Background: an optimization exercise with open tools, aiming at small area. Do not read the settings as production practice.
In this exercise RTL edits were held to simulation tests only and were not proved equivalent to the original.
No activity file was given, so power comes from the tool's default toggle rates. No driver is modelled on the clock port, so clocking that relies on it looks cheaper here than on a real chip.

==> run a <==
==> flow/design.v <==
module risc_trace_top (
  input  logic        clk,
  input  logic        rst,
  input  logic        start,
  input  logic [31:0] pc_i,
  input  logic [31:0] instr_i,
  input  logic [31:0] wdata_i,
  input  logic        rd_en,
  output logic        core_rst,
  output logic        running,
  output logic        done,
  output logic        halt_det,
  output logic        timeout,
  output logic        overflow,
  output logic [31:0] cycle_cnt,
  output logic [4:0]  count,
  output logic        rd_valid,
  output logic [31:0] rd_pc,
  output logic [31:0] rd_instr,
  output logic [31:0] rd_wdata
);
  risc_trace_ctrl #(
    .DATA_W     (32),
    .ADDR_W     (32),
    .DEPTH      (16),
    .RST_CYCLES (2),
    .MAX_CYCLES (1000),
    .STALL_LIMIT(4)
  ) u_ctrl (
    .clk      (clk),
    .rst      (rst),
    .start    (start),
    .pc_i     (pc_i),
    .instr_i  (instr_i),
    .wdata_i  (wdata_i),
    .rd_en    (rd_en),
    .core_rst (core_rst),
    .running  (running),
    .done     (done),
    .halt_det (halt_det),
    .timeout  (timeout),
    .overflow (overflow),
    .cycle_cnt(cycle_cnt),
    .count    (count),
    .rd_valid (rd_valid),
    .rd_pc    (rd_pc),
    .rd_instr (rd_instr),
    .rd_wdata (rd_wdata)
  );
endmodule

module risc_trace_ctrl #(
  parameter int DATA_W      = 32,
  parameter int ADDR_W      = 32,
  parameter int DEPTH       = 16,
  parameter int RST_CYCLES  = 1,
  parameter int MAX_CYCLES  = 10,
  parameter int STALL_LIMIT = 4
) (
  input  logic                     clk,
  input  logic                     rst,
  input  logic                     start,
  input  logic [ADDR_W-1:0]        pc_i,
  input  logic [DATA_W-1:0]        instr_i,
  input  logic [DATA_W-1:0]        wdata_i,
  input  logic                     rd_en,
  output logic                     core_rst,
  output logic                     running,
  output logic                     done,
  output logic                     halt_det,
  output logic                     timeout,
  output logic                     overflow,
  output logic [31:0]              cycle_cnt,
  output logic [$clog2(DEPTH):0]   count,
  output logic                     rd_valid,
  output logic [ADDR_W-1:0]        rd_pc,
  output logic [DATA_W-1:0]        rd_instr,
  output logic [DATA_W-1:0]        rd_wdata
);
  localparam int PTR_W = $clog2(DEPTH);
  localparam int CNT_W = PTR_W + 1;
  localparam int ENT_W = ADDR_W + 2 * DATA_W;
  localparam int CYC_W = $clog2(MAX_CYCLES + 1);
  localparam int STL_W = (STALL_LIMIT > 2) ? $clog2(STALL_LIMIT) : 1;
  logic              in_reset;
  logic              rst_last;
  logic [CYC_W-1:0]  cyc;
  logic [STL_W-1:0]  stall_cnt;
  logic [DEPTH-1:0]  rd_sel;
  logic [DEPTH-1:0][ENT_W-1:0] ring;
  logic [ENT_W-1:0]  newest;
  logic              full;
  logic              go;
  logic              pop_ok;
  logic              same_pc;
  logic              hit_halt;
  logic              hit_budget;
  logic              adv;
  assign full       = count[PTR_W];
  assign go         = start && !in_reset && !running;
  assign pop_ok     = done && rd_en && (count != '0) && !start;
  assign same_pc    = (count != '0) && (pc_i == newest[ENT_W-1 -: ADDR_W]);
  assign hit_halt   = same_pc && (stall_cnt == STL_W'(STALL_LIMIT - 1));
  assign hit_budget = (cyc == CYC_W'(MAX_CYCLES - 1));
  assign adv        = running ? !full : (done && !pop_ok);
  assign newest    = ring[0];
  assign core_rst  = !running;
  assign cycle_cnt = 32'(cyc);
  assign timeout   = (cyc == CYC_W'(MAX_CYCLES));
  assign overflow  = (cyc > CYC_W'(DEPTH));
  always_ff @(posedge clk) begin
    ring[0] <= running ? {pc_i, instr_i, wdata_i} : ring[DEPTH-1];
    for (int i = 1; i < DEPTH; i++) ring[i] <= ring[i-1];
  end
  always_ff @(posedge clk or negedge rst) begin
    if (!rst)          rd_sel <= '0;
    else if (go)       rd_sel <= DEPTH'(1);
    else if (adv)      rd_sel <= {rd_sel[DEPTH-2:0], rd_sel[DEPTH-1]};
  end
  logic [ENT_W-1:0] rd_ent;
  always_comb begin
    rd_ent = '0;
    for (int i = 0; i < DEPTH; i++)
      rd_ent = rd_ent | (ring[i] & {ENT_W{rd_sel[i]}});
  end
  assign {rd_pc, rd_instr, rd_wdata} = rd_ent;
  always_ff @(posedge clk) begin
    stall_cnt <= same_pc ? stall_cnt + 1'b1 : '0;
    rst_last <= in_reset;
  end
  always_ff @(posedge clk or negedge rst) begin
    if (!rst) begin
      in_reset  <= 1'b0;
      running   <= 1'b0;
      done      <= 1'b0;
      count     <= '0;
      cyc       <= '0;
      halt_det  <= 1'b0;
      rd_valid  <= 1'b0;
    end else begin
      rd_valid <= pop_ok;
      if (go) begin
        in_reset  <= 1'b1;
        done      <= 1'b0;
        count     <= '0;
        cyc       <= '0;
        halt_det  <= 1'b0;
      end else if (pop_ok) begin
        count <= count - 1'b1;
      end
      if (in_reset && rst_last) begin
        in_reset <= 1'b0;
        running  <= 1'b1;
      end
      if (running) begin
        cyc <= cyc + 1'b1;
        if (!full) count <= count + 1'b1;
        if (hit_halt) halt_det <= 1'b1;
        if (hit_halt || hit_budget) begin
          running <= 1'b0;
          done    <= 1'b1;
        end
      end
    end
  end
endmodule
==> flow/flow/run.sh <==
#!/bin/bash
# The standard layout (standard.sh) with these changes:
#  - ABC maps the combinational logic with two area-oriented &nf passes
#    (flow/abc_area_map.script) in place of ORFS's speed script; registers
#    are untouched, as dfflibmap maps them before ABC runs;
#  - input and output ports are buffered with the smallest buffer;
#  - CTS clusters up to 30 sinks per leaf buffer and adds no dummy loads.
set -euo pipefail
here=$(pwd)
rm -rf "$here/scripts_mod"
cp -r "$FLOW_HOME/scripts" "$here/scripts_mod"
cp "$here/flow/abc_area_map.script" "$here/scripts_mod/abc_speed.script"
bash standard.sh \
  "SCRIPTS_DIR=$here/scripts_mod" \
  "BUFFER_PORTS_ARGS=-buffer_cell sky130_fd_sc_hd__buf_1" \
  "CTS_ARGS=-sink_clustering_enable -repair_clock_nets -dont_use_dummy_load -sink_clustering_size 30 -sink_clustering_max_diameter 80" \
  finish > make_finish.log 2>&1
==> flow/flow/abc_area_map.script <==
&get -n
&st
&dch
&nf -p -R 1000
&st
&dch
&nf -p -R 1000
&put
topo
stime -c
==> flow/standard.sh <==
#!/bin/bash
# synth_recipe.tcl (not shown) runs the flow's synth.tcl, then flattens the netlist and writes it again
# the make line also repeats each setting of config.mk as NAME=value (left out here)
make -C /OpenROAD-flow-scripts/flow DESIGN_CONFIG=/design/flow/config.mk WORK_HOME=/design/flow/orfs CLKGATE_MAP_FILE= SYNTH_SCRIPT=/design/flow/synth_recipe.tcl "${@:-finish}"
==> flow/config.mk <==
export PLATFORM = sky130hd
export DESIGN_NAME = risc_trace_top
export DESIGN_NICKNAME = risc_trace_top
export VERILOG_FILES = /design/flow/design.v
export SDC_FILE = /design/flow/constraint.sdc
export NUM_CORES = 4
export LEC_CHECK = 0
export CAP_MARGIN = 20
export CORE_MARGIN = 2
export CORE_UTILIZATION = 65
export SLEW_MARGIN = 20
==> flow/constraint.sdc <==
create_clock -name core_clock -period 5.0 [get_ports {clk}]
set_input_delay 1.0000 -clock core_clock [delete_from_list [all_inputs] [get_ports {clk}]]
set_output_delay 1.0000 -clock core_clock [all_outputs]
set_load 0.01 [all_outputs]
==> run b (differences from run a) <==
--- a/flow/design.v
+++ b/flow/design.v
@@ -83,6 +83,7 @@
   localparam int CYC_W = $clog2(MAX_CYCLES + 1);
   localparam int STL_W = (STALL_LIMIT > 2) ? $clog2(STALL_LIMIT) : 1;
+  localparam int RST_W = (RST_CYCLES > 2) ? $clog2(RST_CYCLES) : 1;
   logic              in_reset;
-  logic              rst_last;
+  logic [RST_W-1:0]  rst_cnt;
   logic [CYC_W-1:0]  cyc;
   logic [STL_W-1:0]  stall_cnt;
@@ -107,14 +108,11 @@
   assign core_rst  = !running;
   assign cycle_cnt = 32'(cyc);
-  assign timeout   = (cyc == CYC_W'(MAX_CYCLES));
-  assign overflow  = (cyc > CYC_W'(DEPTH));
   always_ff @(posedge clk) begin
     ring[0] <= running ? {pc_i, instr_i, wdata_i} : ring[DEPTH-1];
     for (int i = 1; i < DEPTH; i++) ring[i] <= ring[i-1];
   end
-  always_ff @(posedge clk or negedge rst) begin
-    if (!rst)          rd_sel <= '0;
-    else if (go)       rd_sel <= DEPTH'(1);
-    else if (adv)      rd_sel <= {rd_sel[DEPTH-2:0], rd_sel[DEPTH-1]};
+  always_ff @(posedge clk) begin
+    if (go)       rd_sel <= DEPTH'(1);
+    else if (adv) rd_sel <= {rd_sel[DEPTH-2:0], rd_sel[DEPTH-1]};
   end
   logic [ENT_W-1:0] rd_ent;
@@ -125,16 +123,16 @@
   end
   assign {rd_pc, rd_instr, rd_wdata} = rd_ent;
-  always_ff @(posedge clk) begin
-    stall_cnt <= same_pc ? stall_cnt + 1'b1 : '0;
-    rst_last <= in_reset;
-  end
   always_ff @(posedge clk or negedge rst) begin
     if (!rst) begin
       in_reset  <= 1'b0;
+      rst_cnt   <= '0;
       running   <= 1'b0;
       done      <= 1'b0;
       count     <= '0;
+      stall_cnt <= '0;
       cyc       <= '0;
       halt_det  <= 1'b0;
+      timeout   <= 1'b0;
+      overflow  <= 1'b0;
       rd_valid  <= 1'b0;
     end else begin
@@ -143,18 +141,29 @@
         in_reset  <= 1'b1;
         done      <= 1'b0;
+        rst_cnt   <= '0;
         count     <= '0;
+        stall_cnt <= '0;
         cyc       <= '0;
         halt_det  <= 1'b0;
+        timeout   <= 1'b0;
+        overflow  <= 1'b0;
       end else if (pop_ok) begin
         count <= count - 1'b1;
       end
-      if (in_reset && rst_last) begin
-        in_reset <= 1'b0;
-        running  <= 1'b1;
+      if (in_reset) begin
+        if (rst_cnt == RST_W'(RST_CYCLES - 1)) begin
+          in_reset <= 1'b0;
+          running  <= 1'b1;
+        end else begin
+          rst_cnt <= rst_cnt + 1'b1;
+        end
       end
       if (running) begin
-        cyc <= cyc + 1'b1;
-        if (!full) count <= count + 1'b1;
-        if (hit_halt) halt_det <= 1'b1;
+        cyc       <= cyc + 1'b1;
+        stall_cnt <= same_pc ? stall_cnt + 1'b1 : '0;
+        if (full) overflow <= 1'b1;
+        else      count    <= count + 1'b1;
+        if (hit_halt)   halt_det <= 1'b1;
+        if (hit_budget) timeout  <= 1'b1;
         if (hit_halt || hit_budget) begin
           running <= 1'b0;
==> flow/flow/run.sh (replaced) <==
#!/bin/bash
set -euo pipefail
bash standard.sh \
  "BUFFER_PORTS_ARGS=-buffer_cell sky130_fd_sc_hd__buf_1" \
  "CTS_ARGS=-sink_clustering_enable -repair_clock_nets -dont_use_dummy_load -sink_clustering_size 30 -sink_clustering_max_diameter 80" \
  finish > make_finish.log 2>&1
Settings changed: CORE_UTILIZATION 65 to 40.
removed: flow/flow/abc_area_map.script
==> comparison table <==
Clock tree skew after final layout: run b 0.07061 ns; run a 0.02739 ns
Worst rel slew slack: run b 26.88%; run a 27.62%
Run status: run b finished clean; run a finished clean
Count of mapped cells out of synthesis: run b 2923; run a 2737
Area of all placed cells without fillers: run b 46050 µm²; run a 44650 µm²
Initial DRC count: run b 1564; run a 3639
Fraction of final layout cells sized beyond drive strength 1: run b 7.302%; run a 4.055%
Count of H-tree levels built during CTS: run b 3; run a 2
Placed Cells incl. Taps: run b 4379; run a 3837
Area added between synthesis and finish: run b 9.109%; run a 9.201%
Reg-to-Reg End: run b u_ctrl.count[2]; run a u_ctrl.rd_sel[0]
Leakage: run b 17.72 nW; run a 17.14 nW
Routability cong.: run b 0.7828; run a 0.8613
Sw Pwr: run b 0.004077 W; run a 0.003914 W
Clock network area share: run b 3.586%; run a 3.250%
Hold worst-path end: run b u_ctrl.ring[1254]; run a u_ctrl.ring[1113]
Pre-Repair DR Iteration Count: run b 5; run a 7
Number of distinct standard cells referenced by the synthesized netlist: run b 39; run a 43
Compound-Gate Fraction of Synth Area: run b 16.36%; run a 13.46%

[separate check: timing with driven ports]
The flow's constraints put no driver on any port. The routed layouts listed below were extracted and timed again, unchanged, in two steps.
Step 1 (the two cells are an assumption about what drives the block):
set clk [get_ports {clk}]
set_driving_cell -lib_cell sky130_fd_sc_hd__clkbuf_16 $clk
set_driving_cell -lib_cell sky130_fd_sc_hd__buf_2 [delete_from_list [all_inputs] $clk]
Step 2 moves the port delays by t, midway between the first and last clock arrival at a register: inputs arrive t later, outputs are due t later. That takes back most of the time a late clock gives input paths.
Slacks: no drivers / after step 1 / after step 2; pairs: no drivers / after step 1.
run | t, ns | setup slack, ns | hold slack, ns | worst data-port slew with drivers (ns)
run a | 0.713 | 0.976 / 0.909 / 1.572 | 0.324 / 0.324 / 0.324 | 0.11
run b | 0.693 | 1.014 / 0.948 / 1.641 | 0.295 / 0.276 / 0.295 | 0.10
After both steps every run listed still meets setup and hold.
